Background: an optimization exercise with open tools, aiming at small area, a short achievable clock period and few clock cycles per item. Do not read the settings as production practice. Where RTL was checked, it was by simulation tests only, not by an equivalence proof against the original. For run 1, only the layout was checked, not whether the RTL still works. Power and IR drop assume default switching activity.

==> flow/design.v (outline; a module is shown in full before it is edited, if it fits) <==
// module arb_mul: 623 lines
// module arb_sqrt: 31 lines
// module arb_div: 26 lines
// module arcball_rotation_quaternion_unit: 361 lines
module arcball_rotation_quaternion_unit #(
  parameter int COORD_BITS = 12,
  parameter int FRAC_BITS  = 16
) (
  input  logic                   clk,
  input  logic                   rst,
  input  logic                   cfg_we,
  input  logic [CFG_INDEX_W-1:0] cfg_index,
  input  logic [CFG_DATA_W-1:0]  cfg_data,
  input  logic                   pointer_valid,
  output logic                   pointer_ready,
  input  logic                   pointer_action,
  input  logic [COORD_BITS-1:0]  pointer_x,
  input  logic [COORD_BITS-1:0]  pointer_y,
  output logic                   rotation_valid,
  input  logic                   rotation_ready,
  output logic [FRAC_BITS+1:0]   rot_x,
  output logic [FRAC_BITS+1:0]   rot_y,
  output logic [FRAC_BITS+1:0]   rot_z,
  output logic [FRAC_BITS+1:0]   rot_w
);
  // ...
==> flow/run.sh <==
#!/bin/bash
# synth_recipe.tcl (not shown) runs the flow's synth.tcl, then flattens the netlist and writes it again
# the make line also repeats each setting of config.mk as NAME=value (left out here)
make -C /OpenROAD-flow-scripts/flow DESIGN_CONFIG=/design/flow/config.mk WORK_HOME=/design/flow/orfs CLKGATE_MAP_FILE= SYNTH_SCRIPT=/design/flow/synth_recipe.tcl finish
==> flow/config.mk <==
export PLATFORM = sky130hd
export DESIGN_NAME = arcball_rotation_quaternion_unit
export DESIGN_NICKNAME = arcball_rotation_quaternion_unit
export VERILOG_FILES = /design/flow/design.v
export SDC_FILE = /design/flow/constraint.sdc
export NUM_CORES = 4
export LEC_CHECK = 0
export CAP_MARGIN = 20
export CORE_MARGIN = 2
export CORE_UTILIZATION = 40
export SETUP_SLACK_MARGIN = 5
export SLEW_MARGIN = 20
==> flow/constraint.sdc <==
create_clock -name core_clock -period 12.5 [get_ports {clk}]
set_input_delay 2.5000 -clock core_clock [delete_from_list [all_inputs] [get_ports {clk}]]
set_output_delay 2.5000 -clock core_clock [all_outputs]
set_load 0.01 [all_outputs]
==> parameters.txt, run 1 <==
Parameter                              Value

Global routing
  GR Layer Usage met2    0.472
  Maximum number of pins on one net before global-route repair    75
  Number of antenna violations at the first check in global routing    0

Power and ir drop
  Fraction of power spent switching nets    0.393
  Leakage component of the power    21.1 nW

Routing
  Final routed wirelength across all metal layers    174000 um
  Post-DRT Antenna Nets    0
  DR vias/cell    5.84
  DRT met1 WL    69300 um

Cells and area
  Fraction of final layout cells with drive strength greater than 1    0.126
  Dominant kind of cell by area    multi-input gates
  Leading registers by flop count    acc x36, it_rad x36, s_q x35
  Area occupied by multi-input gates    0.0310 mm^2
  Count of placed standard cells in the final layout, fillers left out    7197
  Multi-input logic portion of the cell area    0.580
  Non-clk buf share    0.0695

Run status
  Result of the run    finished clean

Placement
  Half-perimeter wire length of the detailed placement result    129000 um

Setup path
  Origin of the critical flop-to-flop path    it_rad[17]
  Cell mode on critical path    a21o_1
  CP max FO    7

Min path
  Hold Crit Class    register to register

Synth
  Most frequent cells after synthesis    774 x nand2_1, 550 x inv_1, 490 x nor2_1
  Number of enable flip-flop cells after synthesis    210
  Number of synthesized register bits    527
  Number of standard cells after synthesis    5425
  Mapped Avg Cell Area    8.35 um^2
  Top flip-flop cell by instance count after synthesis    dfxtp_1
  Synthesized-area fraction occupied by and/or/nand/nor cells    0.172

Floorplan
  Chip width    341 um
  Die footprint    0.116 mm^2
==> module arcball_rotation_quaternion_unit, before the edit <==
module arcball_rotation_quaternion_unit #(
  parameter int COORD_BITS = 12,
  parameter int FRAC_BITS  = 16
) (
  input  logic                   clk,
  input  logic                   rst,
  input  logic                   cfg_we,
  input  logic [CFG_INDEX_W-1:0] cfg_index,
  input  logic [CFG_DATA_W-1:0]  cfg_data,
  input  logic                   pointer_valid,
  output logic                   pointer_ready,
  input  logic                   pointer_action,
  input  logic [COORD_BITS-1:0]  pointer_x,
  input  logic [COORD_BITS-1:0]  pointer_y,
  output logic                   rotation_valid,
  input  logic                   rotation_ready,
  output logic [FRAC_BITS+1:0]   rot_x,
  output logic [FRAC_BITS+1:0]   rot_y,
  output logic [FRAC_BITS+1:0]   rot_z,
  output logic [FRAC_BITS+1:0]   rot_w
);
  localparam logic [17:0] ONE_O = 18'h10000;
  logic [17:0] scale_x, scale_y;
  logic [31:0] eps;
  logic        rq_v, rq_act;
  logic [11:0] rq_px, rq_py;
  logic [4:0]  cnt;
  logic        f_v, f_act, b_v, t_v;
  logic        eps_pend;
  logic [3:0]  ec;
  logic        ovalid;
  logic        bigf;
  logic        outside;
  logic        mx_s, my_s;
  logic [17:0] mx_m, my_m;
  logic        ex_s, ey_s, ax_s, ay_s;
  logic [16:0] ex_m, ey_m, ez_m, ax_m, ay_m, az_m;
  logic [20:0] it_rem;
  logic [35:0] it_rad;
  logic [17:0] it_root;
  logic [17:0] dy_rem;
  logic [20:0] nx_rem;
  logic [35:0] nx_rad;
  logic [17:0] nx_root;
  logic [17:0] nx_dxr, nx_dxq, nx_dyr, nx_dyq;
  logic [17:0] opa, opb;
  logic [2:0]  iop;
  logic        ineg;
  logic [35:0] ms, mc;
  logic [35:0] s_q, c_q;
  logic [2:0]  op_q;
  logic        neg_q;
  logic [35:0] acc;
  logic [17:0] ox, oy, oz, ow;
  logic go0, hold2, adv;
  assign go0   = rq_v | b_v | t_v;
  assign hold2 = eps_pend | (b_v & ovalid & ~rotation_ready);
  assign adv   = (cnt == 5'd0) ? go0 : (cnt == 5'd2) ? ~hold2 : 1'b1;
  logic [2:0]  ei;         
  logic [1:0]  ej;         
  logic [17:0] ec_c;
  logic [16:0] ec_x;
  always_comb begin
    case (ec)
      4'd0, 4'd1, 4'd2: begin ei = 3'd0; end
      4'd3, 4'd4, 4'd5: begin ei = 3'd1; end
      default:          begin ei = 3'd2; end
    endcase
    case (ec)
      4'd0, 4'd3, 4'd6: ej = 2'd0;
      4'd1, 4'd4, 4'd7: ej = 2'd1;
      default:          ej = 2'd2;
    endcase
    ec_c = (ei == 3'd0) ? ox : (ei == 3'd1) ? oy : oz;
    ec_x = ec_c[17] ? ~ec_c[16:0] : ec_c[16:0];
  end
  always_comb begin
    opa  = '0;
    opb  = '0;
    iop  = OP_NOP;
    ineg = 1'b0;
    case (cnt)
      5'd0: if (rq_v) begin
        opa = {6'd0, rq_px}; opb = scale_x; iop = OP_MAPX;
      end
      5'd1: if (f_v) begin
        opa = {6'd0, rq_py}; opb = scale_y; iop = OP_MAPY;
      end
      5'd2: begin
        if (eps_pend) begin
          if (ec <= 4'd8) begin
            iop = (ec == 4'd0) ? OP_LD : OP_AC;
            case (ej)
              2'd0:    begin opa = {1'b0, ec_x}; opb = {1'b0, ec_x}; end
              2'd1:    begin opa = {1'b0, ec_x}; opb = {16'd0, ec_c[17], 1'b0}; end
              default: begin opa = {17'd0, ec_c[17]}; opb = 18'd1; end
            endcase
          end
        end else if (f_v) begin
          opa = mx_m; opb = mx_m; iop = OP_LD;
        end
      end
      5'd3: if (f_v) begin
        opa = my_m; opb = my_m; iop = OP_AC;
      end
      5'd4: if (b_v) begin   
        opa = {1'b0, ay_m}; opb = {1'b0, ez_m}; iop = OP_LD; ineg = ay_s;
      end
      5'd5: if (b_v) begin
        opa = {1'b0, az_m}; opb = {1'b0, ey_m}; iop = OP_AC; ineg = ~ey_s;
      end
      5'd6: if (b_v) begin   
        opa = {1'b0, az_m}; opb = {1'b0, ex_m}; iop = OP_LD; ineg = ex_s;
      end
      5'd7: if (b_v) begin
        opa = {1'b0, ax_m}; opb = {1'b0, ez_m}; iop = OP_AC; ineg = ~ax_s;
      end
      5'd8: if (b_v) begin   
        opa = {1'b0, ax_m}; opb = {1'b0, ey_m}; iop = OP_LD; ineg = ax_s ^ ey_s;
      end
      5'd9: if (b_v) begin
        opa = {1'b0, ay_m}; opb = {1'b0, ex_m}; iop = OP_AC; ineg = ~(ay_s ^ ex_s);
      end
      5'd10: if (b_v) begin   
        opa = {1'b0, ax_m}; opb = {1'b0, ex_m}; iop = OP_LD; ineg = ax_s ^ ex_s;
      end
      5'd11: if (b_v) begin
        opa = {1'b0, ay_m}; opb = {1'b0, ey_m}; iop = OP_AC; ineg = ay_s ^ ey_s;
      end
      5'd12: if (b_v) begin
        opa = {1'b0, az_m}; opb = {1'b0, ez_m}; iop = OP_AC; ineg = 1'b0;
      end
      default: ;
    endcase
  end
  arb_mul u_mul (
    .a (opa),
    .b (opb),
    .s (ms),
    .c (mc)
  );
  always_ff @(posedge clk) begin
    s_q   <= ms;
    c_q   <= mc;
    neg_q <= ineg;
    if (rst) op_q <= OP_NOP;
    else     op_q <= iop;
  end
  logic [35:0] base, bx, u, v, tsum, res;
  always_comb begin
    base = (op_q == OP_AC) ? acc : 36'd0;
    bx   = neg_q ? ~base : base;
    u    = bx ^ s_q ^ c_q;
    v    = (bx & s_q) | (bx & c_q) | (s_q & c_q);
    tsum = u + {v[34:0], 1'b0};
    res  = neg_q ? ~tsum : tsum;
  end
  logic        p_lt;
  logic [17:0] p_mag;
  always_comb begin
    logic        gt3;
    logic [17:0] m_lt, m_ge;
    p_lt  = (res[35:16] == 20'd0);
    m_lt  = 18'h10000 - {2'b00, res[15:0]};
    gt3   = (res[35:18] != 18'd0) || ((res[17:16] == 2'b11) && (res[15:0] != 16'd0));
    m_ge  = gt3 ? 18'h20000 : (res[17:0] - 18'h10000);
    p_mag = p_lt ? m_lt : m_ge;
  end
  logic [17:0] rnd;
  logic        rnd_big;
  logic [16:0] hi_mask;
  always_comb begin
    logic        sg, cy;
    logic [20:0] q;
    logic [16:0] x;
    sg = acc[35];
    cy = acc[15] & (~sg | (acc[14:0] != 15'd0));
    q  = {acc[35], acc[35:16]} + {20'd0, cy};
    if (!q[20] && (q > 21'h10000))      rnd = 18'h10000;
    else if (q[20] && (q < 21'h1F0000)) rnd = 18'h30000;
    else                                rnd = q[17:0];
    for (int i = 0; i < 17; i++) hi_mask[i] = ((eps >> (2 * i)) == 32'd0);
    x = rnd[17] ? ~rnd[16:0] : rnd[16:0];
    rnd_big = |(x & hi_mask);
  end
  arb_sqrt #(.K(3)) u_sqrt (
    .rem_i  (it_rem),
    .rad_i  (it_rad),
    .root_i (it_root),
    .rem_o  (nx_rem),
    .rad_o  (nx_rad),
    .root_o (nx_root)
  );
  arb_div #(.K(3)) u_divx (
    .den   (it_root),
    .rem_i (it_rem[17:0]),
    .nq_i  (it_rad[35:18]),
    .rem_o (nx_dxr),
    .nq_o  (nx_dxq)
  );
  arb_div #(.K(3)) u_divy (
    .den   (it_root),
    .rem_i (dy_rem),
    .nq_i  (it_rad[17:0]),
    .rem_o (nx_dyr),
    .nq_o  (nx_dyq)
  );
  logic        len_out;
  logic [35:0] len_rad;
  logic [33:0] numx, numy;
  always_comb begin
    len_out = (acc[35:33] != 3'd0) || (acc[32] && (acc[31:0] != 32'd0));
    len_rad = len_out ? acc : (36'h1_0000_0000 - acc);
    numx    = {(mx_m + {17'd0, it_root[17]}), it_root[16:1]};
    numy    = {(my_m + {17'd0, it_root[17]}), it_root[16:1]};
  end
  assign pointer_ready  = ~rq_v;
  assign rotation_valid = ovalid;
  assign rot_x = ox;
  assign rot_y = oy;
  assign rot_z = oz;
  assign rot_w = ow;
  always_ff @(posedge clk) begin
    if (rst) begin
      scale_x  <= 18'd256;
      scale_y  <= 18'd256;
      eps      <= 32'd1;
      rq_v     <= 1'b0;
      cnt      <= '0;
      f_v      <= 1'b0;
      b_v      <= 1'b0;
      t_v      <= 1'b0;
      eps_pend <= 1'b0;
      ec       <= '0;
      ovalid   <= 1'b0;
      ax_s     <= 1'b0;
      ay_s     <= 1'b0;
      ax_m     <= '0;
      ay_m     <= '0;
      az_m     <= '0;
    end else begin
      if (cfg_we) begin
        case (cfg_index)
          REG_SCALE_X:    scale_x <= cfg_data[17:0];
          REG_SCALE_Y:    scale_y <= cfg_data[17:0];
          REG_EPSILON_SQ: eps     <= cfg_data;
          default: ;
        endcase
      end
      if (pointer_valid && !rq_v) begin
        rq_v   <= 1'b1;
        rq_act <= pointer_action;
        rq_px  <= pointer_x;
        rq_py  <= pointer_y;
      end
      if (ovalid && rotation_ready) ovalid <= 1'b0;
      case (cnt)
        5'd0: if (go0) begin
          f_v   <= rq_v;
          f_act <= rq_act;
        end
        5'd1: begin
          if (f_v) rq_v <= 1'b0;
          if (t_v) begin
            t_v <= 1'b0;
            if (bigf) ovalid <= 1'b1;
            else      eps_pend <= 1'b1;
          end
        end
        5'd2: if (eps_pend) begin
          ec <= ec + 4'd1;
          if (ec == 4'd10) begin
            ec       <= '0;
            eps_pend <= 1'b0;
            ovalid   <= 1'b1;
          end
        end
        5'd12: begin
          if (f_v && !f_act) begin
            ax_s <= mx_s;
            ay_s <= my_s;
            ax_m <= mx_m[16:0];
            ay_m <= my_m[16:0];
            az_m <= outside ? 17'd0 : it_root[16:0];
          end
          b_v <= f_v & f_act;
          t_v <= b_v;
          f_v <= 1'b0;
        end
        default: ;
      endcase
      if (adv) begin
        case (cnt)
          5'd2:    cnt <= (f_v | b_v) ? 5'd3 : 5'd0;
          5'd11:   cnt <= (f_v && outside) ? 5'd16 : 5'd12;
          5'd12:   cnt <= 5'd0;
          5'd22:   cnt <= 5'd12;
          default: cnt <= cnt + 5'd1;
        endcase
      end
    end
  end
  always_ff @(posedge clk) begin
    case (op_q)
      OP_MAPX: begin mx_s <= p_lt; mx_m <= p_mag; end
      OP_MAPY: begin my_s <= ~p_lt; my_m <= p_mag; end
      OP_LD, OP_AC: acc <= res;
      default: ;
    endcase
    if (cnt == 5'd12 && f_v && f_act) begin
      ex_s <= mx_s;
      ey_s <= my_s;
      ex_m <= mx_m[16:0];
      ey_m <= my_m[16:0];
      ez_m <= outside ? 17'd0 : it_root[16:0];
    end
    case (cnt)
      5'd5: begin
        outside <= len_out;
        it_rem  <= '0;
        it_rad  <= len_rad;
        it_root <= '0;
      end
      5'd6, 5'd7, 5'd8, 5'd9, 5'd10, 5'd11: begin
        it_rem  <= nx_rem;
        it_rad  <= nx_rad;
        it_root <= nx_root;
      end
      5'd16: begin
        it_rem <= {5'd0, numx[33:18]};
        dy_rem <= {2'd0, numy[33:18]};
        it_rad <= {numx[17:0], numy[17:0]};
      end
      5'd17, 5'd18, 5'd19, 5'd20, 5'd21, 5'd22: begin
        it_rem <= {3'd0, nx_dxr};
        dy_rem <= nx_dyr;
        it_rad <= {nx_dxq, nx_dyq};
        if (cnt == 5'd22) begin
          mx_m <= nx_dxq;
          my_m <= nx_dyq;
        end
      end
      default: ;
    endcase
    if (b_v) begin
      case (cnt)
        5'd7:  begin ox <= rnd; bigf <= rnd_big; end
        5'd9:  begin oy <= rnd; bigf <= bigf | rnd_big; end
        5'd11: begin oz <= rnd; bigf <= bigf | rnd_big; end
        default: ;
      endcase
    end
    if (cnt == 5'd1 && t_v) ow <= rnd;
    if (cnt == 5'd2 && eps_pend && ec == 4'd10 && acc <= {4'd0, eps}) begin
      ox <= '0;
      oy <= '0;
      oz <= '0;
      ow <= ONE_O;
    end
  end
endmodule
==> run 2, diff against run 1 <==
--- a/flow/design.v
+++ b/flow/design.v
@@ -638,5 +638,6 @@
 endmodule
-module arb_sqrt #(
+module arb_iter #(
   parameter int K = 3
 ) (
+  input  logic        div,
   input  logic [20:0] rem_i,
@@ -652,4 +653,5 @@
     logic [17:0] root;
-    logic [20:0] cand;
+    logic [20:0] cand, trial;
     logic [21:0] diff;
+    logic        ge;
     rem  = rem_i;
@@ -658,7 +660,18 @@
     for (int i = 0; i < K; i++) begin
-      cand = {rem[18:0], rad[35:34]};
-      diff = {1'b0, cand} - {2'b00, root, 2'b01};
-      rem  = diff[21] ? cand : diff[20:0];
-      root = {root[16:0], ~diff[21]};
-      rad  = {rad[33:0], 2'b00};
+      if (div) begin
+        cand  = {2'b00, rem[17:0], rad[35]};
+        trial = {3'b000, root};
+      end else begin
+        cand  = {rem[18:0], rad[35:34]};
+        trial = {1'b0, root, 2'b01};
+      end
+      diff = {1'b0, cand} - {1'b0, trial};
+      ge   = ~diff[21];
+      rem  = ge ? diff[20:0] : cand;
+      if (div) begin
+        rad = {rad[34:0], ge};
+      end else begin
+        rad  = {rad[33:0], 2'b00};
+        root = {root[16:0], ge};
+      end
     end
@@ -669,28 +682,2 @@
 endmodule
-module arb_div #(
-  parameter int K = 3
-) (
-  input  logic [17:0] den,
-  input  logic [17:0] rem_i,
-  input  logic [17:0] nq_i,
-  output logic [17:0] rem_o,
-  output logic [17:0] nq_o
-);
-  always_comb begin
-    logic [17:0] rem;
-    logic [17:0] nq;
-    logic [18:0] cand;
-    logic [19:0] diff;
-    rem = rem_i;
-    nq  = nq_i;
-    for (int i = 0; i < K; i++) begin
-      cand = {rem, nq[17]};
-      diff = {1'b0, cand} - {2'b00, den};
-      rem  = diff[19] ? cand[17:0] : diff[17:0];
-      nq   = {nq[16:0], ~diff[19]};
-    end
-    rem_o = rem;
-    nq_o  = nq;
-  end
-endmodule
 import arb_pkg::*;
@@ -733,2 +720,3 @@
   logic [16:0] ex_m, ey_m, ez_m, ax_m, ay_m, az_m;
+  logic        it_div;
   logic [20:0] it_rem;
@@ -736,3 +724,2 @@
   logic [17:0] it_root;
-  logic [17:0] dy_rem;
   logic [20:0] nx_rem;
@@ -740,3 +727,2 @@
   logic [17:0] nx_root;
-  logic [17:0] nx_dxr, nx_dxq, nx_dyr, nx_dyq;
   logic [17:0] opa, opb;
@@ -794,3 +780,3 @@
           end
-        end else if (f_v) begin
+        end else if (f_v && !hold2) begin
           opa = mx_m; opb = mx_m; iop = OP_LD;
@@ -844,10 +830,7 @@
   end
-  logic [35:0] base, bx, u, v, tsum, res;
+  logic [35:0] prod, base, res;
   always_comb begin
+    prod = s_q + c_q;
     base = (op_q == OP_AC) ? acc : 36'd0;
-    bx   = neg_q ? ~base : base;
-    u    = bx ^ s_q ^ c_q;
-    v    = (bx & s_q) | (bx & c_q) | (s_q & c_q);
-    tsum = u + {v[34:0], 1'b0};
-    res  = neg_q ? ~tsum : tsum;
+    res  = neg_q ? (base - prod) : (base + prod);
   end
@@ -881,3 +864,4 @@
   end
-  arb_sqrt #(.K(3)) u_sqrt (
+  arb_iter #(.K(3)) u_iter (
+    .div    (it_div),
     .rem_i  (it_rem),
@@ -889,24 +873,9 @@
   );
-  arb_div #(.K(3)) u_divx (
-    .den   (it_root),
-    .rem_i (it_rem[17:0]),
-    .nq_i  (it_rad[35:18]),
-    .rem_o (nx_dxr),
-    .nq_o  (nx_dxq)
-  );
-  arb_div #(.K(3)) u_divy (
-    .den   (it_root),
-    .rem_i (dy_rem),
-    .nq_i  (it_rad[17:0]),
-    .rem_o (nx_dyr),
-    .nq_o  (nx_dyq)
-  );
   logic        len_out;
   logic [35:0] len_rad;
-  logic [33:0] numx, numy;
+  logic [33:0] numer;
   always_comb begin
     len_out = (acc[35:33] != 3'd0) || (acc[32] && (acc[31:0] != 32'd0));
-    len_rad = len_out ? acc : (36'h1_0000_0000 - acc);
-    numx    = {(mx_m + {17'd0, it_root[17]}), it_root[16:1]};
-    numy    = {(my_m + {17'd0, it_root[17]}), it_root[16:1]};
+    len_rad = len_out ? acc : ({4'd0, 32'd0} + 36'h1_0000_0000 - acc);
+    numer   = {(((cnt == 5'd16) ? mx_m : my_m) + {17'd0, it_root[17]}), it_root[16:1]};
   end
@@ -992,3 +961,3 @@
           5'd12:   cnt <= 5'd0;
-          5'd22:   cnt <= 5'd12;
+          5'd30:   cnt <= 5'd12;
           default: cnt <= cnt + 5'd1;
@@ -1015,2 +984,3 @@
         outside <= len_out;
+        it_div  <= 1'b0;
         it_rem  <= '0;
@@ -1019,3 +989,5 @@
       end
-      5'd6, 5'd7, 5'd8, 5'd9, 5'd10, 5'd11: begin
+      5'd6, 5'd7, 5'd8, 5'd9, 5'd10, 5'd11,
+      5'd17, 5'd18, 5'd19, 5'd20, 5'd21, 5'd22,
+      5'd24, 5'd25, 5'd26, 5'd27, 5'd28, 5'd29: begin
         it_rem  <= nx_rem;
@@ -1024,16 +996,9 @@
       end
-      5'd16: begin
-        it_rem <= {5'd0, numx[33:18]};
-        dy_rem <= {2'd0, numy[33:18]};
-        it_rad <= {numx[17:0], numy[17:0]};
-      end
-      5'd17, 5'd18, 5'd19, 5'd20, 5'd21, 5'd22: begin
-        it_rem <= {3'd0, nx_dxr};
-        dy_rem <= nx_dyr;
-        it_rad <= {nx_dxq, nx_dyq};
-        if (cnt == 5'd22) begin
-          mx_m <= nx_dxq;
-          my_m <= nx_dyq;
-        end
+      5'd16, 5'd23: begin
+        it_div <= 1'b1;
+        it_rem <= {5'd0, numer[33:18]};
+        it_rad <= {numer[17:0], 18'd0};
+        if (cnt == 5'd23) mx_m <= it_rad[17:0];
       end
+      5'd30: my_m <= it_rad[17:0];
       default: ;
--- a/flow/config.mk
+++ b/flow/config.mk
@@ -10,3 +10,2 @@
 export CORE_UTILIZATION = 40
-export SETUP_SLACK_MARGIN = 5
 export SLEW_MARGIN = 20
==> parameters.txt, run 2 <==
Parameter                              Value

Run status
  Result of the run    finished clean (unchanged)

Synth
  Most frequent cells after synthesis    722 x nand2_1, 517 x a21oi_1, 469 x nor2_1 (was 774 x nand2_1, 550 x inv_1, 490 x nor2_1)
  Syn Nets    5528 (was 6049)
  Area leader, netlist    edfxtp_1 (was dfxtp_1)
  Number of standard cells after synthesis    5013 (was 5425)
  Summed instance area of the synthesized netlist    0.0419 mm^2 (was 0.0453 mm^2)
  Mapped Avg Cell Area    8.36 um^2 (was 8.35 um^2)
  Total number of yosys warnings    2 (was 3)
  Count leader, synth    nand2_1 (unchanged)
  Fraction of the yosys area taken by sequential cells    0.294 (was 0.279)
  Portion of synthesized cell area occupied by the leading cell type    0.151 (was 0.140)
  Share of synthesized registers carrying an async set or reset    0 (unchanged)
  Number of enable flip-flop cells after synthesis    211 (was 210)
  Ranking of synthesized cells by area    edfxtp_1 15%, dfxtp_1 14%, fa_1 12%, nand2_1 6.5%, a21oi_1 6.2% (was dfxtp_1 14%, edfxtp_1 14%, fa_1 13%, ha_1 7.3%, nand2_1 6.4%)
  Number of distinct library cells after synthesis    102 (was 94)
  Top flip-flop cell by instance count after synthesis    dfxtp_1 (unchanged)
  Number of synthesized register bits    510 (was 527)

Timing
  Pins Over Slew Limit    0 (unchanged)
  Total of endpoints with negative setup slack in the final report    0 (unchanged)
  Sum of negative setup slack    0 ns (unchanged)
  Hold Vio Cnt, Final    0 (unchanged)
  Final period util    0.833 (was 0.606)
  Unrepaired setup endpoints after global routing    false (was true)
  Achievable clock frequency    0.0961 GHz (was 0.132 GHz)
  Final Skew    0.0284 ns (was 0.0404 ns)
  Slew of the pin with the lowest slew margin    1.16 ns (was 1.36 ns)
  Slew headroom    0.217 (was 0.0826)
  Time the worst path needs with I/O delays and setup    10.41 ns (was 7.57 ns)

Placement
  Post-placement cell area    0.0447 mm^2 (was 0.0486 mm^2)
  Placed Cells    6345 (was 6914)
  Port Buffers    137 (unchanged)
  Half-perimeter wire length of the detailed placement result    116000 um (was 129000 um)
  Final weighted congestion in routability-driven placement    0.979 (was 0.976)

Global routing
  Via count of the first global-routing pass    36200 (was 40500)
  Maximum number of pins on one net before global-route repair    97 (was 75)
  Global route total overflow    0 (unchanged)
  Overall routing resource usage    0.280 (was 0.291)
  Number of antenna violations at the first check in global routing    3 (was 0)
  Wire length of the first global-routing pass    229000 um (was 256000 um)

Cells and area
  Leading registers by flop count    acc x36, it_rad x36, s_q x35 (unchanged)
  Design Area, Final    0.0468 mm^2 (was 0.0535 mm^2)
  Final core occ    0.452 (was 0.477)
  Area occupied by multi-input gates    0.0270 mm^2 (was 0.0310 mm^2)
  Commonest non-fill, non-tap cell in the layout    nand2_1 (unchanged)
  Leading cell types in the layout, fill and taps excluded    722 x nand2_1, 511 x a21oi_1, 466 x nor2_1, 420 x inv_1, 299 x dfxtp_1 (was 765 x nand2_1, 533 x inv_1, 478 x nor2_1, 433 x a21oi_1, 315 x dfxtp_1)
  Fraction of final layout cells with drive strength greater than 1    0.0623 (was 0.126)
  Number of antenna repair diodes    0 (was 2)
  Area grow syn2layout    11.7% (was 18.2%)
  Fillcell total    10300 (was 10900)
  Area used by sequential logic in the layout    0.0123 mm^2 (was 0.0127 mm^2)
  Total Nets Final    5540 (was 6267)
  Count of placed standard cells in the final layout, fillers left out    6455 (was 7197)

Floorplan
  Chip width    328 um (was 341 um)
  Standard cell core area    0.104 mm^2 (was 0.112 mm^2)
  Initial Utilization    0.404 (was 0.403)
  FP Rows    118 (was 123)
  Die footprint    0.107 mm^2 (was 0.116 mm^2)
  Die Y    328 um (was 341 um)
  I/O pin count    138 (unchanged)

Routing
  Initial drt markers    4047 (was 4928)
  Via count    37900 (was 42000)
  Final routed wirelength across all metal layers    153000 um (was 174000 um)
  TritonRoute pass-1 iters    7 (was 10)
  Avg WL per Cell    23.8 um (was 24.2 um)
  Post-DRT Antenna Nets    0 (unchanged)
  DR vias/cell    5.87 (was 5.84)
  # DRC    0 (unchanged)

CTS
  Post-CTS Hold Fix Bufs    0 (unchanged)
  TritonCTS Buffers    58 (was 66)
  Number of H-tree branching levels    2 (was 3)
  Sink count of the clock tree    510 (was 527)
  Worst-skew pair later-pin latency    0.66 ns (about the same)
  Clock root cell    clkbuf_16 (unchanged)
  Setup Buffers After CTS    0 (was 64)
  Post-cts repair resize count    0 (was 163)
  Clock Pin Slew Worst Setup and Hold Paths    0.06 ns (about the same)
  TritonCTS clock tree    done (unchanged)
  Number of buffers on the longest clock path    3 (unchanged)

Power and ir drop
  Leakage component of the power    18.3 nW (was 21.1 nW)
  Sequential fraction of design power    0.236 (was 0.297)
  Power per standard cell area    182 mW/mm^2 (was 128 mW/mm^2)
  Share of power burned in the clock network    0.222 (was 0.284)
  Fraction of power spent switching nets    0.464 (was 0.393)
  Internal power    0.00456 W (was 0.00416 W)
  Peak supply drop    0.265 mV (was 0.102 mV)
  Switching Power    0.00395 W (was 0.00269 W)
  Combinational group share of total power    0.542 (was 0.420)

Setup path
  Origin of the critical flop-to-flop path    it_div (was it_rad[17])
  Number of cells traversed by the worst register-to-register path    36 (was 33)
  Class of the most critical setup path    register to register (unchanged)
  Cell mode on critical path    a21oi_1 (was a21o_1)
  CP Capture Type    register (unchanged)
  R2R Setup Slk    2.09 ns (was 4.93 ns)
  Worst R2R End    it_rem[6] (was dy_rem[6])
  Startpoint types    register (unchanged)
  Required @ worst endpoint    13.02 ns (was 12.85 ns)
  Data arrival time at the worst-slack endpoint    10.93 ns (was 7.92 ns)
  Launch point of the worst path    it_div (was it_rad[17])
  CP max FO    25 (was 7)
  Crit-path max cell delay    0.68 ns (was 0.50 ns)
  Worst-path cell with the longest stage delay    edfxtp_1 (unchanged)
  Last element of the critical path    it_rem[6] (was dy_rem[6])

Min path
  Hold Crit Class    register to register (unchanged)

Flow run
  Number of max-cap violations    0 (unchanged)
## run 2: cell type report
| cell class | instances | area share |
|---|---|---|
| repair buffers | 230 | 0.0444 |
| clock inverters | 40 | 0.00994 |
| multi-input cells | 3801 | 0.577 |
| inverters | 424 | 0.0340 |
| flip-flops and latches | 510 | 0.263 |
| clock buffers | 70 | 0.0346 |
| well taps | 1380 | 0.0369 |
## run 2: cells by family after synthesis
logic type / Yosys count / synth area share
adders and majority gates: 451 / 0.181
buffers and inverters: 702 / 0.0650
AOI/OAI and AO/OA: 1205 / 0.183
xor gates and xnor gates: 234 / 0.0491
DFF: 510 / 0.294
muxes: 110 / 0.0288
and+or+nand+nor: 1801 / 0.199
## run 2: worst max-delay path: cells and delay by family (launching register included)
family	cells	cell delay, ns
flops	1	0.68
mux	1	0.33
buf+inv	3	0.97
simple gates	12	2.38
fa+ha+maj	3	1.03
xor+xnor	1	0.08
compound gates	16	4.78
## run 2: how the worst min path moves through the flow
stage	from	end	slack [ns]	cells past startpoint
floorplan	rq_act	f_act	0.40	0
CTS	eps[17]	eps[17]	0.46	2
global placement	ay_m[15]	ay_m[15]	0.44	2
finish	ow[12]	ow[12]	0.45	2
detailed placement	scale_y[1]	scale_y[1]	0.45	2
global route	az_m[2]	az_m[2]	0.47	2
## run 2: power by group through the flow
stage	Clock (W)	Combinational (W)	Sequential, W
floorplan	0	0.00319	0.00198
detailed placement	0	0.00449	0.00204
global placement	0	0.00444	0.00204
global route	0.00197	0.00500	0.00201
finish	0.00189	0.00461	0.00201
CTS	0.00191	0.00451	0.00201
## run 2: through the flow
stage / power (W) / worst slack [ns] / hold WS, ns
5_1_grt: 0.00898 / 1.35 / 0.469
3_3_place_gp: 0.00649 / 2.21 / 0.442
2_1_floorplan: 0.00517 / 1.96 / 0.400
3_5_place_dp: 0.00653 / 2.23 / 0.447
4_1_cts: 0.00843 / 2.14 / 0.455
6_report: 0.00851 / 2.09 / 0.454
## run 2: metal layers
| layer | part of all wire | global-route usage | vias up |
|---|---|---|---|
| li1 | - | - | 17400 |
| met1 | 0.41 | 0.379 | 18500 |
| met2 | 0.45 | 0.443 | 1761 |
| met3 | 0.086 | 0.0443 | 286 |
| met4 | 0.047 | 0.121 | 0 |
| met5 | 0 | 0 | - |
Testbench counts of run 2, summed over its fixed seeds: cycles 49,081, items 2,880.
==> run 3, diff against run 2 <==
--- a/flow/design.v
+++ b/flow/design.v
@@ -638,6 +638,5 @@
 endmodule
-module arb_iter #(
+module arb_sqrt #(
   parameter int K = 3
 ) (
-  input  logic        div,
   input  logic [20:0] rem_i,
@@ -653,5 +652,4 @@
     logic [17:0] root;
-    logic [20:0] cand, trial;
+    logic [20:0] cand;
     logic [21:0] diff;
-    logic        ge;
     rem  = rem_i;
@@ -660,18 +658,7 @@
     for (int i = 0; i < K; i++) begin
-      if (div) begin
-        cand  = {2'b00, rem[17:0], rad[35]};
-        trial = {3'b000, root};
-      end else begin
-        cand  = {rem[18:0], rad[35:34]};
-        trial = {1'b0, root, 2'b01};
-      end
-      diff = {1'b0, cand} - {1'b0, trial};
-      ge   = ~diff[21];
-      rem  = ge ? diff[20:0] : cand;
-      if (div) begin
-        rad = {rad[34:0], ge};
-      end else begin
-        rad  = {rad[33:0], 2'b00};
-        root = {root[16:0], ge};
-      end
+      cand = {rem[18:0], rad[35:34]};
+      diff = {1'b0, cand} - {2'b00, root, 2'b01};
+      rem  = diff[21] ? cand : diff[20:0];
+      root = {root[16:0], ~diff[21]};
+      rad  = {rad[33:0], 2'b00};
     end
@@ -682,2 +669,28 @@
 endmodule
+module arb_div #(
+  parameter int K = 3
+) (
+  input  logic [17:0] den,
+  input  logic [17:0] rem_i,
+  input  logic [17:0] nq_i,
+  output logic [17:0] rem_o,
+  output logic [17:0] nq_o
+);
+  always_comb begin
+    logic [17:0] rem;
+    logic [17:0] nq;
+    logic [18:0] cand;
+    logic [19:0] diff;
+    rem = rem_i;
+    nq  = nq_i;
+    for (int i = 0; i < K; i++) begin
+      cand = {rem, nq[17]};
+      diff = {1'b0, cand} - {2'b00, den};
+      rem  = diff[19] ? cand[17:0] : diff[17:0];
+      nq   = {nq[16:0], ~diff[19]};
+    end
+    rem_o = rem;
+    nq_o  = nq;
+  end
+endmodule
 import arb_pkg::*;
@@ -716,2 +729,4 @@
   logic        outside;
+  logic        d_v, d_act, d_xs, d_ys;    
+  logic        b_out;                     
   logic        mx_s, my_s;
@@ -720,3 +735,2 @@
   logic [16:0] ex_m, ey_m, ez_m, ax_m, ay_m, az_m;
-  logic        it_div;
   logic [20:0] it_rem;
@@ -724,2 +738,3 @@
   logic [17:0] it_root;
+  logic [17:0] dy_rem;
   logic [20:0] nx_rem;
@@ -727,2 +742,3 @@
   logic [17:0] nx_root;
+  logic [17:0] nx_dxr, nx_dxq, nx_dyr, nx_dyq;
   logic [17:0] opa, opb;
@@ -737,3 +753,3 @@
   logic go0, hold2, adv;
-  assign go0   = rq_v | b_v | t_v;
+  assign go0   = rq_v | b_v | t_v | d_v;
   assign hold2 = eps_pend | (b_v & ovalid & ~rotation_ready);
@@ -780,3 +796,3 @@
           end
-        end else if (f_v && !hold2) begin
+        end else if (f_v) begin
           opa = mx_m; opb = mx_m; iop = OP_LD;
@@ -787,9 +803,9 @@
       end
-      5'd4: if (b_v) begin   
+      5'd4: if (b_v && !b_out) begin   
         opa = {1'b0, ay_m}; opb = {1'b0, ez_m}; iop = OP_LD; ineg = ay_s;
       end
-      5'd5: if (b_v) begin
+      5'd5: if (b_v && !b_out) begin
         opa = {1'b0, az_m}; opb = {1'b0, ey_m}; iop = OP_AC; ineg = ~ey_s;
       end
-      5'd6: if (b_v) begin   
+      5'd6: if (b_v && !b_out) begin   
         opa = {1'b0, az_m}; opb = {1'b0, ex_m}; iop = OP_LD; ineg = ex_s;
@@ -797,18 +813,42 @@
       5'd7: if (b_v) begin
-        opa = {1'b0, ax_m}; opb = {1'b0, ez_m}; iop = OP_AC; ineg = ~ax_s;
+        if (!b_out) begin
+          opa = {1'b0, ax_m}; opb = {1'b0, ez_m}; iop = OP_AC; ineg = ~ax_s;
+        end else begin      
+          opa = {1'b0, az_m}; opb = {1'b0, ey_m}; iop = OP_LD; ineg = ~ey_s;
+        end
       end
-      5'd8: if (b_v) begin   
-        opa = {1'b0, ax_m}; opb = {1'b0, ey_m}; iop = OP_LD; ineg = ax_s ^ ey_s;
+      5'd8: if (b_v) begin
+        if (!b_out) begin   
+          opa = {1'b0, ax_m}; opb = {1'b0, ey_m}; iop = OP_LD; ineg = ax_s ^ ey_s;
+        end else begin      
+          opa = {1'b0, az_m}; opb = {1'b0, ex_m}; iop = OP_LD; ineg = ex_s;
+        end
       end
       5'd9: if (b_v) begin
-        opa = {1'b0, ay_m}; opb = {1'b0, ex_m}; iop = OP_AC; ineg = ~(ay_s ^ ex_s);
+        if (!b_out) begin
+          opa = {1'b0, ay_m}; opb = {1'b0, ex_m}; iop = OP_AC; ineg = ~(ay_s ^ ex_s);
+        end else begin      
+          opa = {1'b0, ax_m}; opb = {1'b0, ey_m}; iop = OP_LD; ineg = ax_s ^ ey_s;
+        end
       end
-      5'd10: if (b_v) begin   
-        opa = {1'b0, ax_m}; opb = {1'b0, ex_m}; iop = OP_LD; ineg = ax_s ^ ex_s;
+      5'd10: if (b_v) begin
+        if (!b_out) begin   
+          opa = {1'b0, ax_m}; opb = {1'b0, ex_m}; iop = OP_LD; ineg = ax_s ^ ex_s;
+        end else begin
+          opa = {1'b0, ay_m}; opb = {1'b0, ex_m}; iop = OP_AC; ineg = ~(ay_s ^ ex_s);
+        end
       end
       5'd11: if (b_v) begin
-        opa = {1'b0, ay_m}; opb = {1'b0, ey_m}; iop = OP_AC; ineg = ay_s ^ ey_s;
+        if (!b_out) begin
+          opa = {1'b0, ay_m}; opb = {1'b0, ey_m}; iop = OP_AC; ineg = ay_s ^ ey_s;
+        end else begin      
+          opa = {1'b0, ax_m}; opb = {1'b0, ex_m}; iop = OP_LD; ineg = ax_s ^ ex_s;
+        end
       end
       5'd12: if (b_v) begin
-        opa = {1'b0, az_m}; opb = {1'b0, ez_m}; iop = OP_AC; ineg = 1'b0;
+        if (!b_out) begin
+          opa = {1'b0, az_m}; opb = {1'b0, ez_m}; iop = OP_AC; ineg = 1'b0;
+        end else begin
+          opa = {1'b0, ay_m}; opb = {1'b0, ey_m}; iop = OP_AC; ineg = ay_s ^ ey_s;
+        end
       end
@@ -830,7 +870,10 @@
   end
-  logic [35:0] prod, base, res;
+  logic [35:0] base, bx, u, v, tsum, res;
   always_comb begin
-    prod = s_q + c_q;
     base = (op_q == OP_AC) ? acc : 36'd0;
-    res  = neg_q ? (base - prod) : (base + prod);
+    bx   = neg_q ? ~base : base;
+    u    = bx ^ s_q ^ c_q;
+    v    = (bx & s_q) | (bx & c_q) | (s_q & c_q);
+    tsum = u + {v[34:0], 1'b0};
+    res  = neg_q ? ~tsum : tsum;
   end
@@ -864,4 +907,3 @@
   end
-  arb_iter #(.K(3)) u_iter (
-    .div    (it_div),
+  arb_sqrt #(.K(3)) u_sqrt (
     .rem_i  (it_rem),
@@ -873,9 +915,24 @@
   );
+  arb_div #(.K(3)) u_divx (
+    .den   (it_root),
+    .rem_i (it_rem[17:0]),
+    .nq_i  (it_rad[35:18]),
+    .rem_o (nx_dxr),
+    .nq_o  (nx_dxq)
+  );
+  arb_div #(.K(3)) u_divy (
+    .den   (it_root),
+    .rem_i (dy_rem),
+    .nq_i  (it_rad[17:0]),
+    .rem_o (nx_dyr),
+    .nq_o  (nx_dyq)
+  );
   logic        len_out;
   logic [35:0] len_rad;
-  logic [33:0] numer;
+  logic [33:0] numx, numy;
   always_comb begin
     len_out = (acc[35:33] != 3'd0) || (acc[32] && (acc[31:0] != 32'd0));
-    len_rad = len_out ? acc : ({4'd0, 32'd0} + 36'h1_0000_0000 - acc);
-    numer   = {(((cnt == 5'd16) ? mx_m : my_m) + {17'd0, it_root[17]}), it_root[16:1]};
+    len_rad = len_out ? acc : (36'h1_0000_0000 - acc);
+    numx    = {(mx_m + {17'd0, it_root[17]}), it_root[16:1]};
+    numy    = {(my_m + {17'd0, it_root[17]}), it_root[16:1]};
   end
@@ -900,2 +957,3 @@
       ovalid   <= 1'b0;
+      d_v      <= 1'b0;
       ax_s     <= 1'b0;
@@ -942,4 +1000,14 @@
         end
+        5'd5: if (d_v) begin
+          d_v <= 1'b0;
+          if (!d_act) begin
+            ax_s <= d_xs;
+            ay_s <= d_ys;
+            ax_m <= nx_dxq[16:0];
+            ay_m <= nx_dyq[16:0];
+            az_m <= '0;
+          end
+        end
         5'd12: begin
-          if (f_v && !f_act) begin
+          if (f_v && !f_act && !outside) begin
             ax_s <= mx_s;
@@ -948,7 +1016,12 @@
             ay_m <= my_m[16:0];
-            az_m <= outside ? 17'd0 : it_root[16:0];
+            az_m <= it_root[16:0];
           end
-          b_v <= f_v & f_act;
-          t_v <= b_v;
-          f_v <= 1'b0;
+          d_v   <= f_v & outside;
+          d_act <= f_act;
+          d_xs  <= mx_s;
+          d_ys  <= my_s;
+          b_v   <= f_v & f_act;
+          b_out <= outside;
+          t_v   <= b_v;
+          f_v   <= 1'b0;
         end
@@ -958,6 +1031,4 @@
         case (cnt)
-          5'd2:    cnt <= (f_v | b_v) ? 5'd3 : 5'd0;
-          5'd11:   cnt <= (f_v && outside) ? 5'd16 : 5'd12;
+          5'd2:    cnt <= (f_v | b_v | d_v) ? 5'd3 : 5'd0;
           5'd12:   cnt <= 5'd0;
-          5'd30:   cnt <= 5'd12;
           default: cnt <= cnt + 5'd1;
@@ -974,3 +1045,3 @@
     endcase
-    if (cnt == 5'd12 && f_v && f_act) begin
+    if (cnt == 5'd12 && f_v && f_act && !outside) begin
       ex_s <= mx_s;
@@ -979,3 +1050,15 @@
       ey_m <= my_m[16:0];
-      ez_m <= outside ? 17'd0 : it_root[16:0];
+      ez_m <= it_root[16:0];
+    end
+    if (cnt == 5'd5 && d_v && d_act) begin
+      ex_s <= d_xs;
+      ey_s <= d_ys;
+      ex_m <= nx_dxq[16:0];
+      ey_m <= nx_dyq[16:0];
+      ez_m <= '0;
+    end
+    if (d_v && adv && cnt <= 5'd5) begin
+      it_rem <= {3'd0, nx_dxr};
+      dy_rem <= nx_dyr;
+      it_rad <= {nx_dxq, nx_dyq};
     end
@@ -984,3 +1067,2 @@
         outside <= len_out;
-        it_div  <= 1'b0;
         it_rem  <= '0;
@@ -989,5 +1071,3 @@
       end
-      5'd6, 5'd7, 5'd8, 5'd9, 5'd10, 5'd11,
-      5'd17, 5'd18, 5'd19, 5'd20, 5'd21, 5'd22,
-      5'd24, 5'd25, 5'd26, 5'd27, 5'd28, 5'd29: begin
+      5'd6, 5'd7, 5'd8, 5'd9, 5'd10, 5'd11: begin
         it_rem  <= nx_rem;
@@ -996,12 +1076,10 @@
       end
-      5'd16, 5'd23: begin
-        it_div <= 1'b1;
-        it_rem <= {5'd0, numer[33:18]};
-        it_rad <= {numer[17:0], 18'd0};
-        if (cnt == 5'd23) mx_m <= it_rad[17:0];
+      5'd12: begin
+        it_rem <= {5'd0, numx[33:18]};
+        dy_rem <= {2'd0, numy[33:18]};
+        it_rad <= {numx[17:0], numy[17:0]};
       end
-      5'd30: my_m <= it_rad[17:0];
       default: ;
     endcase
-    if (b_v) begin
+    if (b_v && !b_out) begin
       case (cnt)
@@ -1011,2 +1089,10 @@
         default: ;
+      endcase
+    end
+    if (b_v && b_out) begin
+      case (cnt)
+        5'd9:  begin ox <= rnd; bigf <= rnd_big; end
+        5'd10: begin oy <= rnd; bigf <= bigf | rnd_big; end
+        5'd12: begin oz <= rnd; bigf <= bigf | rnd_big; end
+        default: ;
       endcase
--- a/flow/config.mk
+++ b/flow/config.mk
@@ -10,2 +10,3 @@
 export CORE_UTILIZATION = 40
+export SETUP_SLACK_MARGIN = 5
 export SLEW_MARGIN = 20
==> parameters.txt, run 3 <==
Parameter                              Value

Power and ir drop
  Combinational group share of total power    0.493 (was 0.542)
  Leakage component of the power    22.3 nW (was 18.3 nW)
  Share of power burned in the clock network    0.237 (was 0.222)
  Switching Power    0.00306 W (was 0.00395 W)
  Sequential fraction of design power    0.270 (was 0.236)
  Fraction of power spent switching nets    0.393 (was 0.464)
  Peak supply drop    0.189 mV (was 0.265 mV)
  Power per standard cell area    140 mW/mm^2 (was 182 mW/mm^2)
  Internal power    0.00472 W (was 0.00456 W)

Setup path
  Crit-path max cell delay    0.43 ns (was 0.68 ns)
  Required @ worst endpoint    12.88 ns (was 13.02 ns)
  Class of the most critical setup path    register to register (unchanged)
  CP max FO    7 (was 25)
  Worst path buffer plus inverter count    9 (was 3)
  Family with the most delay on the worst path    compound AO/OA/AOI/OAI gates (unchanged)
  Startpoint types    register (unchanged)
  Data arrival time at the worst-slack endpoint    8.27 ns (was 10.93 ns)
  CP Capture Type    register (unchanged)
  Worst-path cell with the longest stage delay    a2111oi_4 (was edfxtp_1)

Cells and area
  Count of placed standard cells in the final layout, fillers left out    7329 (was 6455)
  Area grow syn2layout    20.1% (was 11.7%)
  Leading cell types in the layout, fill and taps excluded    636 x nor2_1, 635 x nand2_1, 540 x inv_1, 360 x a21oi_1, 298 x dfxtp_1 (was 722 x nand2_1, 511 x a21oi_1, 466 x nor2_1, 420 x inv_1, 299 x dfxtp_1)
  Total Nets Final    6384 (was 5540)
  Commonest non-fill, non-tap cell in the layout    nor2_1 (was nand2_1)
  Fraction of final layout cells with drive strength greater than 1    0.156 (was 0.0623)
  Leading registers by flop count    acc x36, it_rad x36, s_q x35 (unchanged)
  Design Area, Final    0.0556 mm^2 (was 0.0468 mm^2)
  Fillcell total    10800 (was 10300)

Synth
  Area leader, netlist    edfxtp_1 (unchanged)
  Most frequent cells after synthesis    653 x nand2_1, 651 x nor2_1, 560 x inv_1 (was 722 x nand2_1, 517 x a21oi_1, 469 x nor2_1)
  Mapped Avg Cell Area    8.42 um^2 (was 8.36 um^2)
  Syn Nets    6119 (was 5528)
  Share of synthesized registers carrying an async set or reset    0 (unchanged)
  Total number of yosys warnings    3 (was 2)
  Top flip-flop cell by instance count after synthesis    dfxtp_1 (unchanged)
  Number of standard cells after synthesis    5495 (was 5013)
  Number of synthesized register bits    532 (was 510)
  Fraction of the yosys area taken by sequential cells    0.280 (was 0.294)
  Count leader, synth    nand2_1 (unchanged)
  Number of enable flip-flop cells after synthesis    230 (was 211)
  Number of distinct library cells after synthesis    93 (was 102)
  Ranking of synthesized cells by area    edfxtp_1 15%, dfxtp_1 13%, fa_1 13%, ha_1 7.1%, nand2_1 5.3% (was edfxtp_1 15%, dfxtp_1 14%, fa_1 12%, nand2_1 6.5%, a21oi_1 6.2%)
  Summed instance area of the synthesized netlist    0.0463 mm^2 (was 0.0419 mm^2)
  Portion of synthesized cell area occupied by the leading cell type    0.149 (was 0.151)

Flow run
  Number of max-cap violations    0 (unchanged)

Routing
  Avg WL per Cell    25.2 um (was 23.8 um)
  DRT met1 WL    73200 um (was 63300 um)
  Post-DRT Antenna Nets    0 (unchanged)
  # DRC    0 (unchanged)
  TritonRoute pass-1 iters    8 (was 7)
  Final routed wirelength across all metal layers    185000 um (was 153000 um)
  Max layer used    met5 (was met4)
  DR WL met2    79600 um (was 69700 um)
  Via count    43700 (was 37900)
  Met3 wire len    20400 um (was 13100 um)
  Initial drt markers    5591 (was 4047)
  DR vias/cell    5.96 (was 5.87)

Min path
  Hold Crit Class    register to register (unchanged)

CTS
  Sink count of the clock tree    532 (was 510)
  TritonCTS clock tree    done (unchanged)
  Number of buffers on the longest clock path    3 (unchanged)
  Clock Pin Slew Worst Setup and Hold Paths    0.07 ns (was 0.06 ns)
  Number of H-tree branching levels    2 (unchanged)
  TritonCTS Buffers    56 (was 58)
  Worst-skew pair later-pin latency    0.66 ns (about the same)
  Clock root cell    clkbuf_16 (unchanged)

Floorplan
  FP Rows    124 (was 118)
  Chip width    344 um (was 328 um)
  Die footprint    0.118 mm^2 (was 0.107 mm^2)
  Die Y    344 um (was 328 um)
  I/O pin count    138 (unchanged)
  Initial Utilization    0.404 (about the same)
  Standard cell core area    0.115 mm^2 (was 0.104 mm^2)

Global routing
  Wire length of the first global-routing pass    267000 um (was 229000 um)
  Overall routing resource usage    0.301 (was 0.280)
  Global route total overflow    0 (unchanged)
  Maximum number of pins on one net before global-route repair    87 (was 97)
  Number of antenna violations at the first check in global routing    17 (was 3)
  Via count of the first global-routing pass    41400 (was 36200)

Placement
  Placed Cells    6987 (was 6345)
  Half-perimeter wire length of the detailed placement result    131000 um (was 116000 um)
  Post-placement cell area    0.0499 mm^2 (was 0.0447 mm^2)
  Port Buffers    137 (unchanged)
  Pre-CTS WS    2.71 ns (was 2.23 ns)
  Final weighted congestion in routability-driven placement    0.988 (was 0.979)

Timing
  Achievable clock frequency    0.127 GHz (was 0.0961 GHz)
  Slew headroom    0.158 (was 0.217)
  Pins Over Slew Limit    0 (unchanged)
  Minimum setup slack in the final design    4.61 ns (was 2.09 ns)
  Unrepaired setup endpoints after global routing    true (was false)
  Sum of negative setup slack    0 ns (unchanged)
  Final Skew    0.0200 ns (was 0.0284 ns)
  Final period util    0.631 (was 0.833)
  Total of endpoints with negative setup slack in the final report    0 (unchanged)
  Time the worst path needs with I/O delays and setup    7.89 ns (was 10.41 ns)
  Slew of the pin with the lowest slew margin    1.26 ns (was 1.16 ns)
  Hold Vio Cnt, Final    0 (unchanged)

Run status
  Result of the run    finished clean (unchanged)
run 3: layout make-up:
class / count / area, um^2 / area share
sequential: 532 / 13000 / 0.233
antenna: 10 / 25.0 / 0.000450
timing repair inverter: 2 / 12.5 / 0.000225
clock inverter: 37 / 429 / 0.00772
multi-input combinational: 4145 / 32300 / 0.581
timing repair buffer: 462 / 4300 / 0.0773
inverter: 561 / 2150 / 0.0387
tap: 1512 / 1890 / 0.0340
clock buffer: 68 / 1540 / 0.0277
run 3: what timing repair did:
item / CTS / global route
cloned: 17 / 1
setup buffers: 160 / 49
setup endpoints to repair: 51 / 63
resized for setup: 238 / 145
pin swaps: 85 / 80
endpoints found under the hold margin: 0 / 0
hold buffers: 0 / 0
run 3: cell families after synthesis:
kind of cell	after synthesis	share of synthesized area
xor+xnor	339	0.0642
mux	189	0.0433
simple gates	1850	0.178
fa+ha+maj	560	0.199
flops	532	0.280
buf+inv	824	0.0674
compound gates	1201	0.167
run 3: path summary, 6_finish.rpt:
check,start,endpoint,slack [ns],depth (start not counted)
setup / recovery,it_root[1],dy_rem[3],4.61,44
hold / removal,rq_act,f_act,0.42,0
setup reg to reg,it_root[1],dy_rem[3],4.61,44
hold reg to reg,rq_act,f_act,0.42,0
run 3: per-layer routing:
metal  vias to the layer above  GRT usage
met3                       541     0.0708
met1                     21300      0.403
met4                        12      0.145
li1                      19400          -
met5                         -          0
met2                      2471      0.458
run 3: metrics by stage:
step | power, W | hold slack (ns) | util
after floorplan | 0.00414 | 0.400 | -
after global placement | 0.00490 | 0.402 | 0.436
after detailed placement | 0.00493 | 0.408 | 0.436
after CTS | 0.00737 | 0.423 | 0.477
after global routing | 0.00810 | 0.430 | 0.485
final | 0.00779 | 0.421 | 0.485
run 3: worst reg2reg max path: cells and delay by family (launching register included):
family | cells | cell delay (ns)
AND/OR/NAND/NOR | 6 | 0.68
flip-flops | 1 | 0.40
AO/OA/AOI/OAI | 24 | 4.07
adder cells (fa/ha/maj) | 3 | 0.74
buffers and inverters | 9 | 1.20
multiplexers | 2 | 0.54
run 3: power groups by stage:
stage	logic, W	registers (W)	clock network, W
finish	0.00384	0.00210	0.00185
detailed placement	0.00280	0.00213	0
CTS	0.00343	0.00209	0.00185
floorplan	0.00207	0.00207	0
global route	0.00408	0.00210	0.00192
global placement	0.00277	0.00213	0
Testbench counts of run 3, summed over its fixed seeds: cycles 37,576, items 2,880.
==> run 4, diff against run 3 <==
--- a/flow/config.mk
+++ b/flow/config.mk
@@ -9,4 +9,5 @@
 export CORE_MARGIN = 2
-export CORE_UTILIZATION = 40
-export SETUP_SLACK_MARGIN = 5
+export CORE_UTILIZATION = 60
+export PLACE_DENSITY = 0.7
+export SETUP_SLACK_MARGIN = 4
 export SLEW_MARGIN = 20
==> parameters.txt, run 4 <==
Parameter                              Value

Global routing
  Wire length of the first global-routing pass    253000 um (was 267000 um)
  Via count of the first global-routing pass    41100 (was 41400)
  Number of antenna violations at the first check in global routing    5 (was 17)
  Overall routing resource usage    0.427 (was 0.301)
  Global route total overflow    0 (unchanged)
  Maximum number of pins on one net before global-route repair    76 (was 87)

Cells and area
  Fraction of final layout cells with drive strength greater than 1    0.105 (was 0.156)
  Area grow syn2layout    12.9% (was 20.1%)
  Total Nets Final    6227 (was 6384)
  Commonest non-fill, non-tap cell in the layout    nand2_1 (was nor2_1)
  Leading registers by flop count    acc x36, it_rad x36, s_q x35 (unchanged)
  Leading cell types in the layout, fill and taps excluded    652 x nand2_1, 648 x nor2_1, 552 x inv_1, 385 x a21oi_1, 301 x dfxtp_1 (was 636 x nor2_1, 635 x nand2_1, 540 x inv_1, 360 x a21oi_1, 298 x dfxtp_1)
  Final core occ    0.686 (was 0.485)

Synth
  Total number of yosys warnings    3 (unchanged)
  Syn Nets    6119 (unchanged)
  Mapped Avg Cell Area    8.42 um^2 (unchanged)
  Share of synthesized registers carrying an async set or reset    0 (unchanged)
  Synthesized-area fraction occupied by and/or/nand/nor cells    0.178 (unchanged)
  Number of enable flip-flop cells after synthesis    230 (unchanged)
  Adder and majority gate portion of the synthesized area    0.199 (unchanged)
  Count leader, synth    nand2_1 (unchanged)
  Number of distinct library cells after synthesis    93 (unchanged)
  Top flip-flop cell by instance count after synthesis    dfxtp_1 (unchanged)
  Multiplexer share of the synthesized area    0.0433 (unchanged)
  Area leader, netlist    edfxtp_1 (unchanged)
  Number of synthesized register bits    532 (unchanged)
  Compound-gate portion of the synthesized area    0.167 (unchanged)
  Number of standard cells after synthesis    5495 (unchanged)
  Portion of synthesized cell area occupied by the leading cell type    0.149 (unchanged)
  Fraction of the yosys area taken by sequential cells    0.280 (unchanged)
  Combinational family with the most area after synthesis    adder cells (unchanged)
  Summed instance area of the synthesized netlist    0.0463 mm^2 (unchanged)
  Xor and xnor area share after synthesis    0.0642 (unchanged)
  Ranking of synthesized cells by area    edfxtp_1 15%, dfxtp_1 13%, fa_1 13%, ha_1 7.1%, nand2_1 5.3% (unchanged)
  Most frequent cells after synthesis    653 x nand2_1, 651 x nor2_1, 560 x inv_1 (unchanged)

CTS
  TritonCTS clock tree    done (unchanged)
  Worst-skew pair later-pin latency    0.67 ns (was 0.66 ns)
  Clock Pin Slew Worst Setup and Hold Paths    0.06 ns (was 0.07 ns)
  Number of buffers on the longest clock path    3 (unchanged)
  TritonCTS Buffers    60 (was 56)
  Number of H-tree branching levels    2 (unchanged)
  Clock root cell    clkbuf_16 (unchanged)
  Sink count of the clock tree    532 (unchanged)

Setup path
  Origin of the critical flop-to-flop path    it_root[10] (was it_root[1])
  Required @ worst endpoint    12.87 ns (was 12.88 ns)
  Startpoint types    register (unchanged)
  Worst path buffer plus inverter count    8 (was 9)
  Data arrival time at the worst-slack endpoint    8.80 ns (was 8.27 ns)
  Cell mode on critical path    o21ai_2
  R2R Setup Slk    4.06 ns (was 4.61 ns)
  Crit-path max cell delay    0.56 ns (was 0.43 ns)
  CP max FO    16 (was 7)
  CP Capture Type    register (unchanged)
  Worst-path cell with the longest stage delay    a21oi_1 (was a2111oi_4)
  Worst R2R End    ex_m[0] (was dy_rem[3])
  Class of the most critical setup path    register to register (unchanged)
  Number of cells traversed by the worst register-to-register path    35 (was 44)
  Family with the most delay on the worst path    compound AO/OA/AOI/OAI gates (unchanged)

Floorplan
  Chip width    282 um (was 344 um)
  Die Y    282 um (was 344 um)
  Die footprint    0.0794 mm^2 (was 0.118 mm^2)
  FP Rows    101 (was 124)
  Initial Utilization    0.607 (was 0.404)
  Standard cell core area    0.0762 mm^2 (was 0.115 mm^2)
  I/O pin count    138 (unchanged)

Power and ir drop
  Peak supply drop    0.155 mV (was 0.189 mV)
  Power per standard cell area    135 mW/mm^2 (was 140 mW/mm^2)
  Leakage component of the power    21.3 nW (was 22.3 nW)

Timing
  Final period util    0.675 (was 0.631)
  Total of endpoints with negative setup slack in the final report    0 (unchanged)
  Unrepaired setup endpoints after global routing    true (unchanged)
  Final Skew    0.0293 ns (was 0.0200 ns)
  Slew of the pin with the lowest slew margin    1.15 ns (was 1.26 ns)
  Hold Vio Cnt, Final    0 (unchanged)
  Time the worst path needs with I/O delays and setup    8.44 ns (was 7.89 ns)
  Sum of negative setup slack    0 ns (unchanged)
  Achievable clock frequency    0.119 GHz (was 0.127 GHz)
  Pins Over Slew Limit    0 (unchanged)
  Slew headroom    0.224 (was 0.158)

Routing
  # DRC    0 (unchanged)
  Initial drt markers    5095 (was 5591)
  DR vias/cell    6.42 (was 5.96)
  TritonRoute pass-1 iters    11 (was 8)
  Avg WL per Cell    25.8 um (was 25.2 um)
  Post-DRT Antenna Nets    0 (unchanged)
  Via count    42900 (was 43700)
  Final routed wirelength across all metal layers    172000 um (was 185000 um)

Placement
  Final weighted congestion in routability-driven placement    1.04 (was 0.988)
  Port Buffers    137 (unchanged)
  Half-perimeter wire length of the detailed placement result    127000 um (was 131000 um)

Min path
  Origin of the worst min-delay path    rq_act (unchanged)
  Worst Hold Endpoint    f_act (unchanged)
  Worst hold path depth    0 (unchanged)
  Hold Crit Class    register to register (unchanged)

Run status
  Result of the run    finished clean (unchanged)

Flow run
  Number of max-cap violations    0 (unchanged)
run 4: cell types whose count changed in the layout (fill, tap and decap cells not counted), moves of 12 or more:
cell,change
a21oi_2,-18
ha_1,+36
nand2_2,-12
inv_1,+12
nand2_1,+17
nor2_1,+12
ha_4,-38
o21ai_1,-12
buf_6,-22
buf_4,-113
a21oi_1,+25
o21ai_0,+22
run 4: kinds of logic (layout without fill, tap and decap cells):
group / count (synthesis) / in the layout
buffers and inverters: 824 / 980
adder cells (fa/ha/maj): 560 / 560
XOR/XNOR: 339 / 339
multiplexers: 189 / 189
AO/OA/AOI/OAI: 1201 / 1201
AND/OR/NAND/NOR: 1850 / 1850
other: 0 / 2
flip-flops: 532 / 532
run 4: how the worst max path moves through the flow:
stage / startpoint / to / cells past startpoint
after detailed placement: it_root[0] / it_rem[15] / 34
after CTS: it_root[5] / it_rem[3] / 36
after global placement: it_root[10] / it_rem[3] / 39
after global routing: it_root[10] / it_rem[16] / 36
after floorplan: it_root[1] / it_rem[5] / 42
final: it_root[10] / ex_m[0] / 35
run 4: per-layer routing:
metal  GRT usage  vias up  share of wire
met2       0.645     2634           0.43
met5     0.00794        -        0.00079
met3       0.121      635           0.12
li1            -    19100              -
met1       0.547    20600           0.38
met4       0.253        8          0.070
run 4: metrics by stage:
stage | power, W | instances | hold WS (ns) | setup slack, ns | area (um^2)
6_report | 0.00705 | 6683 | 0.431 | 4.06 | 52200
5_1_grt | 0.00735 | 6681 | 0.437 | 3.94 | 52200
4_1_cts | 0.00688 | 6649 | 0.432 | 4.00 | 51600
3_3_place_gp | 0.00484 | 6512 | 0.412 | 2.42 | 49100
3_5_place_dp | 0.00488 | 6513 | 0.406 | 2.20 | 49100
2_1_floorplan | 0.00405 | 5495 | 0.400 | 3.95 | 46300
run 4: where the power goes:
group / internal (W) / leakage, nW / total [W] / switching (W)
combinational: 0.00118 / 15.7 / 0.00301 / 0.00183
clock: 0.00114 / 1.05 / 0.00194 / 0.000800
sequential: 0.00199 / 4.54 / 0.00211 / 0.000116
run 4: cell type report:
class	instances	area [um^2]
Timing Repair Buffer	308	2790
Inverter	561	2120
Clock buffer	84	1780
Fill cell	6298	24000
Multi-Input combinational cell	4139	30900
Antenna cell	2	5.00
Clock inverter	26	353
Sequential cell	532	13000
Timing Repair inverter	1	5.00
Tap cell	1030	1290
run 4: what timing repair did:
| item | 4_1_cts | 5_1_grt |
|---|---|---|
| pin swaps | 8 | 18 |
| gates resized for setup | 62 | 90 |
| buffers inserted | 24 | 29 |
| gates cloned | 2 | 2 |
| endpoints found under the setup margin | 44 | 44 |
| hold buffers | 0 | 0 |

[what the ideal ports hide]
The flow's constraints put no driver on any port. The routed layouts listed below were extracted and timed again, unchanged, in two steps. Step 1 (the two cells are an assumption about what drives the block):
set clk [get_ports {clk}]
set_driving_cell -lib_cell sky130_fd_sc_hd__clkbuf_16 $clk
set_driving_cell -lib_cell sky130_fd_sc_hd__buf_2 [delete_from_list [all_inputs] $clk]
Step 2 adds t to the input delays and takes it off the output delays; t is the mean of the earliest and latest rising clock arrival at the registers after step 1. Input paths then give back, and output paths get back, about the clock's delay inside the block. a / b / c = no drivers / after step 1 / after step 2; a / b = the first two.
run | t, ns | slack for setup (ns) | worst setup path after step 2 | worst register clock-pin slew, ns
run 1 | 0.712 | 4.927 / 4.927 / 4.927 | register to register | 0.07 / 0.07
run 2 | 0.719 | 2.089 / 2.089 / 2.089 | register to register | 0.07 / 0.07
run 3 | 0.712 | 4.611 / 4.611 / 4.611 | register to register | 0.07 / 0.07
run 4 | 0.728 | 4.065 / 4.065 / 4.065 | register to register | 0.07 / 0.07
After both steps setup and hold are still met in every run listed.
